Context: an optimization exercise on an open-source flow, tuned for small area, a short achievable clock period and few clock cycles. The choices shown serve that exercise and are no tape-out recipe. At most, simulation tests tie the RTL to the original design; equivalence was not proved.

==> inputs of build 17 <==
==> flow/design.v <==
package int_arith_pkg;
  parameter int WIDTH       = 32;  
  parameter int MUL_LATENCY = 3;   
  typedef logic [WIDTH-1:0]   word_t;
  typedef logic [2*WIDTH-1:0] dword_t;  
  typedef enum logic [2:0] {
    OP_ADD      = 3'd0,
    OP_MUL_LO   = 3'd1,  
    OP_MUL_HI_U = 3'd2,
    OP_MUL_HI_S = 3'd3,
    OP_DIV_U    = 3'd4,
    OP_DIV_S    = 3'd5,
    OP_REM_U    = 3'd6,
    OP_REM_S    = 3'd7
  } op_e;
  typedef struct packed {
    word_t sum;
    logic  carry;     
    logic  overflow;  
  } add_res_t;
  typedef struct packed {
    word_t quotient;
    word_t remainder;
    logic  div_zero;
  } divmod_res_t;
endpackage
module arith_unit (
  input  logic        clk,
  input  logic        ar,
  input  logic        req,
  input  logic [2:0]  op,
  input  logic [31:0] a,
  input  logic [31:0] b,
  output logic        ack,
  output logic        busy,
  output logic [31:0] result,
  output logic        carry,
  output logic        overflow,
  output logic        div_zero
);
  localparam logic [2:0] OP_ADD      = 3'd0;
  localparam logic [2:0] OP_MUL_HI_U = 3'd2;
  localparam logic [2:0] OP_MUL_HI_S = 3'd3;
  logic s_add;    
  logic s_mul;    
  logic s_mfix;   
  logic s_dabs;   
  logic s_nabs;   
  logic s_algn;   
  logic s_div;    
  logic s_rfix;   
  logic s_neg;    
  logic [4:0]  cnt_q;    
  logic [33:0] x_q;      
  logic [31:0] y_q;      
  logic [34:0] z_q;      
  logic        yb_q;     
  logic        nn_q;     
  logic        nd_q;     
  logic        q_op_q;   
  logic        hi_q;     
  logic        hiu_q;    
  logic        a_zero_q;  
  logic        b_x1_q;    
  logic        b_x2_q;    
  logic        b_y_q;     
  logic        b_z_q;     
  logic        inv_q;     
  logic        c_x1_q;    
  logic        c_x2_q;    
  logic        c_inv_q;   
  logic accept;
  assign accept = req && !busy;
  logic [36:0] x1, x2, opa, opb, opc, csa_s, csa_c, s;
  assign x1  = {{3{x_q[33]}}, x_q};
  assign x2  = {{2{x_q[33]}}, x_q, 1'b0};
  assign opa = a_zero_q ? '0 : {{2{z_q[34]}}, z_q};
  assign opb = (({37{b_x1_q}} & x1) | ({37{b_x2_q}} & x2) |
                ({37{b_y_q}} & {5'b0, y_q}) | ({37{b_z_q}} & {{2{z_q[34]}}, z_q})) ^
               {37{inv_q}};
  assign opc = {(({35{c_x1_q}} & x1[34:0]) | ({35{c_x2_q}} & x2[34:0])) ^ {35{c_inv_q}},
                c_inv_q, c_inv_q};
  assign csa_s = opa ^ opb ^ opc;
  assign csa_c = {(opa[35:0] & opb[35:0]) | (opa[35:0] & opc[35:0]) |
                  (opb[35:0] & opc[35:0]), c_inv_q};
  assign s   = csa_s + csa_c + 37'(inv_q);
  logic [31:0] smear;  
  logic        grow;
  always_comb begin
    smear = z_q[31:0];
    for (int i = 1; i < 32; i = i * 2) smear = smear | (smear >> i);
  end
  assign grow = (({x_q, 2'b0} & ~{4'b0, smear}) == '0) && (cnt_q < 5'd30);
  logic mul_last;
  logic div_last;
  logic neg_q_ok;   
  assign mul_last = (cnt_q[3:0] == 4'd0);
  assign div_last = (cnt_q == 5'd0);
  assign neg_q_ok = (nn_q ^ nd_q) && !div_zero;
  logic finish;
  logic n_add, n_mul, n_mfix, n_dabs, n_nabs, n_algn, n_div, n_rfix, n_neg;
  always_comb begin
    if (accept) begin
      n_add  = (op == OP_ADD);
      n_mul  = (op != OP_ADD) && !op[2];
      n_mfix = 1'b0;
      n_dabs = op[2] && op[0] && b[31];
      n_nabs = op[2] && op[0] && !b[31] && a[31];
      n_algn = op[2] && !(op[0] && (a[31] || b[31]));
      n_div  = 1'b0;
      n_rfix = 1'b0;
      n_neg  = 1'b0;
    end else begin
      n_add  = 1'b0;
      n_mul  = s_mul && !mul_last;
      n_mfix = s_mul && mul_last && hi_q;
      n_dabs = 1'b0;
      n_nabs = s_dabs && nn_q;
      n_algn = (s_dabs && !nn_q) || s_nabs || (s_algn && grow);
      n_div  = (s_algn && !grow) || (s_div && !div_last);
      n_rfix = s_div && div_last && !q_op_q;
      n_neg  = (s_div && div_last && q_op_q && neg_q_ok) || (s_rfix && nn_q);
    end
    finish = s_add || s_mfix || s_neg ||
             (s_mul && mul_last && !hi_q) ||
             (s_div && div_last && q_op_q && !neg_q_ok) ||
             (s_rfix && !nn_q);
  end
  logic [4:0] bo_bits;
  logic       bo_one, bo_two, bo_neg;
  logic       bc_one, bc_two, bc_neg;
  assign bo_bits = accept ? {a[3:0], 1'b0} : {y_q[7:4], y_q[3]};
  assign bo_neg  = bo_bits[2] && !(bo_bits[1] && bo_bits[0]);
  assign bo_one  = bo_bits[1] ^ bo_bits[0];
  assign bo_two  = (bo_bits[2] & ~bo_bits[1] & ~bo_bits[0]) |
                   (~bo_bits[2] & bo_bits[1] & bo_bits[0]);
  assign bc_neg  = bo_bits[4] && !(bo_bits[3] && bo_bits[2]);
  assign bc_one  = bo_bits[3] ^ bo_bits[2];
  assign bc_two  = (bo_bits[4] & ~bo_bits[3] & ~bo_bits[2]) |
                   (~bo_bits[4] & bo_bits[3] & bo_bits[2]);
  always_ff @(posedge clk or posedge ar) begin
    if (ar) begin
      busy   <= 1'b0;
      ack    <= 1'b0;
      s_add  <= 1'b0;
      s_mul  <= 1'b0;
      s_mfix <= 1'b0;
      s_dabs <= 1'b0;
      s_nabs <= 1'b0;
      s_algn <= 1'b0;
      s_div  <= 1'b0;
      s_rfix <= 1'b0;
      s_neg  <= 1'b0;
    end else begin
      ack    <= finish;
      if (accept)      busy <= 1'b1;
      else if (finish) busy <= 1'b0;
      s_add  <= n_add;
      s_mul  <= n_mul;
      s_mfix <= n_mfix;
      s_dabs <= n_dabs;
      s_nabs <= n_nabs;
      s_algn <= n_algn;
      s_div  <= n_div;
      s_rfix <= n_rfix;
      s_neg  <= n_neg;
    end
  end
  always_ff @(posedge clk) begin
    a_zero_q <= n_dabs || n_nabs || n_neg;
    b_x1_q   <= n_add || (n_mul && bo_one) || (n_mfix && hiu_q && y_q[3]) ||
                n_dabs || n_div || (n_rfix && s[34]);
    b_x2_q   <= (n_mul && bo_two) || n_algn;
    b_y_q    <= n_neg && q_op_q;
    b_z_q    <= n_nabs || (n_neg && !q_op_q);
    inv_q    <= (n_mul && bo_neg) || n_dabs || n_nabs || n_neg || n_algn ||
                (n_div && !s[34]);
    c_x1_q   <= n_mul && bc_one;
    c_x2_q   <= n_mul && bc_two;
    c_inv_q  <= n_mul && bc_neg;
  end
  logic z_sum;   
  logic y_sum;   
  logic q_step;  
  assign q_step = (s_algn && !grow) || s_div;
  assign z_sum  = s_nabs || q_step || (s_rfix && nn_q);
  assign y_sum  = s_add || s_mfix || (s_rfix && !nn_q) || s_neg;
  always_ff @(posedge clk) begin
    if (!busy) begin
      q_op_q   <= op[2] && !op[1];
      hi_q     <= (op == OP_MUL_HI_U) || (op == OP_MUL_HI_S);
      hiu_q    <= (op == OP_MUL_HI_U);
      nn_q     <= op[2] && op[0] && a[31];
      nd_q     <= op[2] && op[0] && b[31];
      div_zero <= op[2] && (b == '0);
    end
    if (!busy)                    carry <= 1'b0;
    else if (s_add)               carry <= s[32];
    if (!busy)                    overflow <= 1'b0;
    else if (s_add)               overflow <= (z_q[31] == x_q[31]) && (s[31] != z_q[31]);
    if (!busy)                    x_q <= {{2{(op == OP_MUL_HI_S) && b[31]}}, b};
    else if (s_dabs)              x_q <= {2'b0, s[31:0]};
    else if (s_algn && grow)      x_q <= {x_q[30:0], 3'b0};
    else if (s_div && !div_last)  x_q <= {1'b0, x_q[33:1]};
    if (!busy)                    y_q <= op[2] ? '0 : a;
    else if (s_mul)               y_q <= {s[3:0], y_q[31:4]};
    else if (y_sum)               y_q <= s[31:0];
    else if (q_step)              y_q <= {y_q[30:0], !s[34]};
    if (!busy)                    z_q <= {3'b0, (op == OP_ADD) || op[2] ? a : '0};
    else if (s_mul)               z_q <= {{2{s[36]}}, s[36:4]};
    else if (s_nabs)              z_q <= {3'b0, s[31:0]};
    else if (z_sum)               z_q <= s[34:0];
    if (!busy)                    yb_q <= 1'b0;
    else if (s_mul)               yb_q <= y_q[3];
    if (!busy)                    cnt_q <= op[2] ? 5'd0 : 5'd7;
    else if (s_mul)               cnt_q <= cnt_q - 5'd1;
    else if (s_algn && grow)      cnt_q <= cnt_q + 5'd3;
    else if (s_div && !div_last)  cnt_q <= cnt_q - 5'd1;
  end
  assign result = y_q;
endmodule
==> flow/flow/run.sh <==
#!/bin/bash
# The standard layout (standard.sh: the ORFS flow, standard synthesis
# included), with timing repair aimed at a setup slack margin, so that
# repair keeps improving the period instead of stopping at the target.
set -euo pipefail
MARGIN=$(cat flow/margin.txt)
bash standard.sh SETUP_SLACK_MARGIN="$MARGIN" finish > standard_flow.log 2>&1
==> flow/flow/margin.txt <==
7
==> flow/standard.sh <==
#!/bin/bash
# synth_recipe.tcl (not shown) runs the flow's synth.tcl, then flattens the netlist and writes it again
# the make line also repeats each setting of config.mk as NAME=value (left out here)
make -C /OpenROAD-flow-scripts/flow DESIGN_CONFIG=/design/flow/config.mk WORK_HOME=/design/flow/orfs CLKGATE_MAP_FILE= SYNTH_SCRIPT=/design/flow/synth_recipe.tcl "${@:-finish}"
==> flow/config.mk <==
export PLATFORM = sky130hd
export DESIGN_NAME = arith_unit
export DESIGN_NICKNAME = arith_unit
export VERILOG_FILES = /design/flow/design.v
export SDC_FILE = /design/flow/constraint.sdc
export NUM_CORES = 4
export LEC_CHECK = 0
export CAP_MARGIN = 20
export CORE_MARGIN = 2
export CORE_UTILIZATION = 40
export SLEW_MARGIN = 20
==> flow/constraint.sdc <==
create_clock -name core_clock -period 11.0 [get_ports {clk}]
set_input_delay 2.2000 -clock core_clock [delete_from_list [all_inputs] [get_ports {clk}]]
set_output_delay 2.2000 -clock core_clock [all_outputs]
set_load 0.01 [all_outputs]
==> inputs of trial 89, as changes to build 17 <==
==> flow/design.v, changed modules only <==
module arith_unit (
  input  logic        clk,
  input  logic        ar,
  input  logic        req,
  input  logic [2:0]  op,
  input  logic [31:0] a,
  input  logic [31:0] b,
  output logic        ack,
  output logic        busy,
  output logic [31:0] result,
  output logic        carry,
  output logic        overflow,
  output logic        div_zero
);
  localparam logic [2:0] OP_ADD      = 3'd0;
  localparam logic [2:0] OP_MUL_HI_U = 3'd2;
  localparam logic [2:0] OP_MUL_HI_S = 3'd3;
  logic s_add;    
  logic s_mul;    
  logic s_mfix;   
  logic s_dabs;   
  logic s_nabs;   
  logic s_algn;   
  logic s_div;    
  logic s_rfix;   
  logic s_neg;    
  logic [4:0]  cnt_q;    
  logic [33:0] x_q;      
  logic [31:0] y_q;      
  logic [34:0] z_q;      
  logic        yb_q;     
  logic        nn_q;     
  logic        nd_q;     
  logic        q_op_q;   
  logic        hi_q;     
  logic        hiu_q;    
  logic        a_z_q;     
  logic        a_y_q;     
  logic        inv_a_q;   
  logic        b_x1_q;    
  logic        b_x2_q;    
  logic        inv_q;     
  logic        cin_q;     
  logic        c_x1_q;    
  logic        c_x2_q;    
  logic        c_inv_q;   
  logic accept;
  assign accept = req && !busy;
  logic [36:0] x1, x2, opa, opb, opc, csa_s, csa_c, s;
  assign x1  = {{3{x_q[33]}}, x_q};
  assign x2  = {{2{x_q[33]}}, x_q, 1'b0};
  assign opa = (({37{a_z_q}} & {{2{z_q[34]}}, z_q}) | ({37{a_y_q}} & {5'b0, y_q})) ^
               {37{inv_a_q}};
  assign opb = (({37{b_x1_q}} & x1) | ({37{b_x2_q}} & x2)) ^ {37{inv_q}};
  assign opc = {(({35{c_x1_q}} & x1[34:0]) | ({35{c_x2_q}} & x2[34:0])) ^ {35{c_inv_q}},
                c_inv_q, c_inv_q};
  assign csa_s = opa ^ opb ^ opc;
  assign csa_c = {(opa[35:0] & opb[35:0]) | (opa[35:0] & opc[35:0]) |
                  (opb[35:0] & opc[35:0]), c_inv_q};
  assign s   = csa_s + csa_c + 37'(cin_q);
  logic [31:0] smear;  
  logic        grow;
  always_comb begin
    smear = z_q[31:0];
    for (int i = 1; i < 32; i = i * 2) smear = smear | (smear >> i);
  end
  assign grow = (({x_q, 2'b0} & ~{4'b0, smear}) == '0) && (cnt_q < 5'd30);
  logic mul_last;
  logic div_last;
  logic neg_q_ok;   
  assign mul_last = (cnt_q[3:0] == 4'd0);
  assign div_last = (cnt_q == 5'd0);
  assign neg_q_ok = (nn_q ^ nd_q) && !div_zero;
  logic finish;
  logic n_add, n_mul, n_mfix, n_dabs, n_nabs, n_algn, n_div, n_rfix, n_neg;
  always_comb begin
    if (accept) begin
      n_add  = (op == OP_ADD);
      n_mul  = (op != OP_ADD) && !op[2];
      n_mfix = 1'b0;
      n_dabs = op[2] && op[0] && b[31];
      n_nabs = op[2] && op[0] && !b[31] && a[31];
      n_algn = op[2] && !(op[0] && (a[31] || b[31]));
      n_div  = 1'b0;
      n_rfix = 1'b0;
      n_neg  = 1'b0;
    end else begin
      n_add  = 1'b0;
      n_mul  = s_mul && !mul_last;
      n_mfix = s_mul && mul_last && hi_q;
      n_dabs = 1'b0;
      n_nabs = s_dabs && nn_q;
      n_algn = (s_dabs && !nn_q) || s_nabs || (s_algn && grow);
      n_div  = (s_algn && !grow) || (s_div && !div_last);
      n_rfix = s_div && div_last && !q_op_q;
      n_neg  = (s_div && div_last && q_op_q && neg_q_ok) || (s_rfix && nn_q);
    end
    finish = s_add || s_mfix || s_neg ||
             (s_mul && mul_last && !hi_q) ||
             (s_div && div_last && q_op_q && !neg_q_ok) ||
             (s_rfix && !nn_q);
  end
  logic [4:0] bo_bits;
  logic       bo_one, bo_two, bo_neg;
  logic       bc_one, bc_two, bc_neg;
  assign bo_bits = accept ? {a[3:0], 1'b0} : {y_q[7:4], y_q[3]};
  assign bo_neg  = bo_bits[2] && !(bo_bits[1] && bo_bits[0]);
  assign bo_one  = bo_bits[1] ^ bo_bits[0];
  assign bo_two  = (bo_bits[2] & ~bo_bits[1] & ~bo_bits[0]) |
                   (~bo_bits[2] & bo_bits[1] & bo_bits[0]);
  assign bc_neg  = bo_bits[4] && !(bo_bits[3] && bo_bits[2]);
  assign bc_one  = bo_bits[3] ^ bo_bits[2];
  assign bc_two  = (bo_bits[4] & ~bo_bits[3] & ~bo_bits[2]) |
                   (~bo_bits[4] & bo_bits[3] & bo_bits[2]);
  always_ff @(posedge clk or posedge ar) begin
    if (ar) begin
      busy   <= 1'b0;
      ack    <= 1'b0;
      s_add  <= 1'b0;
      s_mul  <= 1'b0;
      s_mfix <= 1'b0;
      s_dabs <= 1'b0;
      s_nabs <= 1'b0;
      s_algn <= 1'b0;
      s_div  <= 1'b0;
      s_rfix <= 1'b0;
      s_neg  <= 1'b0;
    end else begin
      ack    <= finish;
      if (accept)      busy <= 1'b1;
      else if (finish) busy <= 1'b0;
      s_add  <= n_add;
      s_mul  <= n_mul;
      s_mfix <= n_mfix;
      s_dabs <= n_dabs;
      s_nabs <= n_nabs;
      s_algn <= n_algn;
      s_div  <= n_div;
      s_rfix <= n_rfix;
      s_neg  <= n_neg;
    end
  end
  always_ff @(posedge clk) begin
    a_z_q    <= n_add || n_mul || n_mfix || n_nabs || n_algn || n_div || n_rfix ||
                (n_neg && !q_op_q);
    a_y_q    <= n_neg && q_op_q;
    inv_a_q  <= n_nabs || n_neg;
    cin_q    <= (n_mul && bo_neg) || n_dabs || n_nabs || n_neg || n_algn ||
                (n_div && !s[34]);
    b_x1_q   <= n_add || (n_mul && bo_one) || (n_mfix && hiu_q && y_q[3]) ||
                n_dabs || n_div || (n_rfix && s[34]);
    b_x2_q   <= (n_mul && bo_two) || n_algn;
    inv_q    <= (n_mul && bo_neg) || n_dabs || n_algn || (n_div && !s[34]);
    c_x1_q   <= n_mul && bc_one;
    c_x2_q   <= n_mul && bc_two;
    c_inv_q  <= n_mul && bc_neg;
  end
  logic z_sum;   
  logic y_sum;   
  logic q_step;  
  assign q_step = (s_algn && !grow) || s_div;
  assign z_sum  = s_nabs || q_step || (s_rfix && nn_q);  
  assign y_sum  = s_add || s_mfix || (s_rfix && !nn_q) || s_neg;
  always_ff @(posedge clk) begin
    if (!busy) begin
      q_op_q   <= op[2] && !op[1];
      hi_q     <= (op == OP_MUL_HI_U) || (op == OP_MUL_HI_S);
      hiu_q    <= (op == OP_MUL_HI_U);
      nn_q     <= op[2] && op[0] && a[31];
      nd_q     <= op[2] && op[0] && b[31];
      div_zero <= op[2] && (b == '0);
    end
    if (!busy)                    carry <= 1'b0;
    else if (s_add)               carry <= s[32];
    if (!busy)                    overflow <= 1'b0;
    else if (s_add)               overflow <= (z_q[31] == x_q[31]) && (s[31] != z_q[31]);
    if (!busy)                    x_q <= {{2{((op == OP_MUL_HI_S) || (op[2] && op[0])) && b[31]}}, b};
    else if (s_dabs)              x_q <= s[33:0];
    else if (s_algn && grow)      x_q <= {x_q[30:0], 3'b0};
    else if (s_div && !div_last)  x_q <= {1'b0, x_q[33:1]};
    if (!busy)                    y_q <= op[2] ? '0 : a;
    else if (s_mul)               y_q <= {s[3:0], y_q[31:4]};
    else if (y_sum)               y_q <= s[31:0];
    else                          y_q <= {y_q[30:0], q_step && !s[34]};  
    if (!busy)                    z_q <= (op == OP_ADD) || op[2] ? {{3{op[2] && op[0] && a[31]}}, a} : '0;
    else if (s_mul)               z_q <= {{2{s[36]}}, s[36:4]};
    else if (z_sum)               z_q <= s[34:0];
    if (!busy)                    yb_q <= 1'b0;
    else if (s_mul)               yb_q <= y_q[3];
    if (!busy)                    cnt_q <= op[2] ? 5'd0 : 5'd7;
    else if (s_mul)               cnt_q <= cnt_q - 5'd1;
    else if (s_algn && grow)      cnt_q <= cnt_q + 5'd3;
    else if (s_div && !div_last)  cnt_q <= cnt_q - 5'd1;
  end
  assign result = y_q;
endmodule
==> flow/flow/run.sh (replaced) <==
#!/bin/bash
# The standard layout (standard.sh: the ORFS flow with the standard
# synthesis, unchanged) with these changes to how it is made:
#  - timing repair aims at a 7.25 ns setup slack margin, so that it keeps
#    shortening the period instead of stopping once the 11 ns target is met;
#    TNS_END_PERCENT=5 keeps that repair on the worst paths, which set the
#    period, instead of upsizing every path;
#  - every input and output port still gets its own buffer, but a buf_1
#    instead of the larger delay-cell buffer the default picks;
#  - the clock tree is built from clkbuf_4/clkbuf_8.
# make's output goes to standard_flow.log; ORFS keeps each step's log under
# orfs/logs/.
set -euo pipefail
bash standard.sh SETUP_SLACK_MARGIN=7.25 TNS_END_PERCENT=5 \
  "BUFFER_PORTS_ARGS=-buffer_cell sky130_fd_sc_hd__buf_1" \
  "CTS_BUF_LIST=sky130_fd_sc_hd__clkbuf_4 sky130_fd_sc_hd__clkbuf_8" \
  finish > standard_flow.log 2>&1
ABC_AREA = 1   (was unset)
CORE_UTILIZATION = 55   (was 40)
removed: flow/flow/margin.txt
==> results.txt <==
quantity                                                         trial 89       build 17
Status                                   no timing/DRC/antenna violations  no timing/DRC/antenna violations
Min Tclk post-route                                               3843 ps        4303 ps
Count of flip-flops and latches                                       135            134
Count of flip-flops with a built-in enable after synthesis             80            109
Nets                                                                2,017          1,711
Headroom to the max-slew limit                                     25.72%         15.99%
Multi-input combinational cell area                              8409 µm²       9271 µm²
Worst flop-to-flop path startpoint                          a_y_q$_DFF_P_  b_z_q$_DFF_P_
Met2 Track Usage GR                                                60.57%         48.59%
Detailed-routing wirelength on met1                             19,970 µm      21,230 µm
Sequential fraction of total cell area                             24.56%         23.31%
Highest clock frequency the design can meet                     260.2 MHz      232.4 MHz
Compound-Gate Fraction of Synth Area                               18.50%         26.90%
Testbench counts of trial 89, summed over its fixed seeds: cycles 29,919.
For build 17, only the layout was checked, not whether the RTL still works.

-- re-timing with driven ports --
Ports are ideal in the flow. The routed layouts listed here were re-timed in OpenROAD. Step 1 sets driving cells, clkbuf_16 on the clock port and buf_2 on the other inputs (assumed; they add their load-dependent delay and slew). Step 2 adds t to the input delays and takes it off the output delays; t is the mean of the earliest and latest rising clock arrival at the registers after step 1. Input paths then give back, and output paths get back, about the clock's delay inside the block. a / b / c = no drivers / after step 1 / after step 2; a / b = the first two.
| run | t (ns) | setup WS [ns] | worst hold slack (ns) | worst setup path after step 2 | cell pins on the clock port's net |
|---|---|---|---|---|---|
| build 17 | 0.491 | 6.697 / 6.697 / 6.530 | 0.487 / 0.487 / 0.487 | input to register | 1 |
| trial 89 | 0.502 | 7.157 / 7.157 / 6.784 | 0.498 / 0.498 / 0.498 | input to register | 1 |
After both steps setup and hold are still met in every run listed. The setup slack of trial 89, which loses most, moves by 0.000 ns with the drivers and by -0.373 ns with both steps.
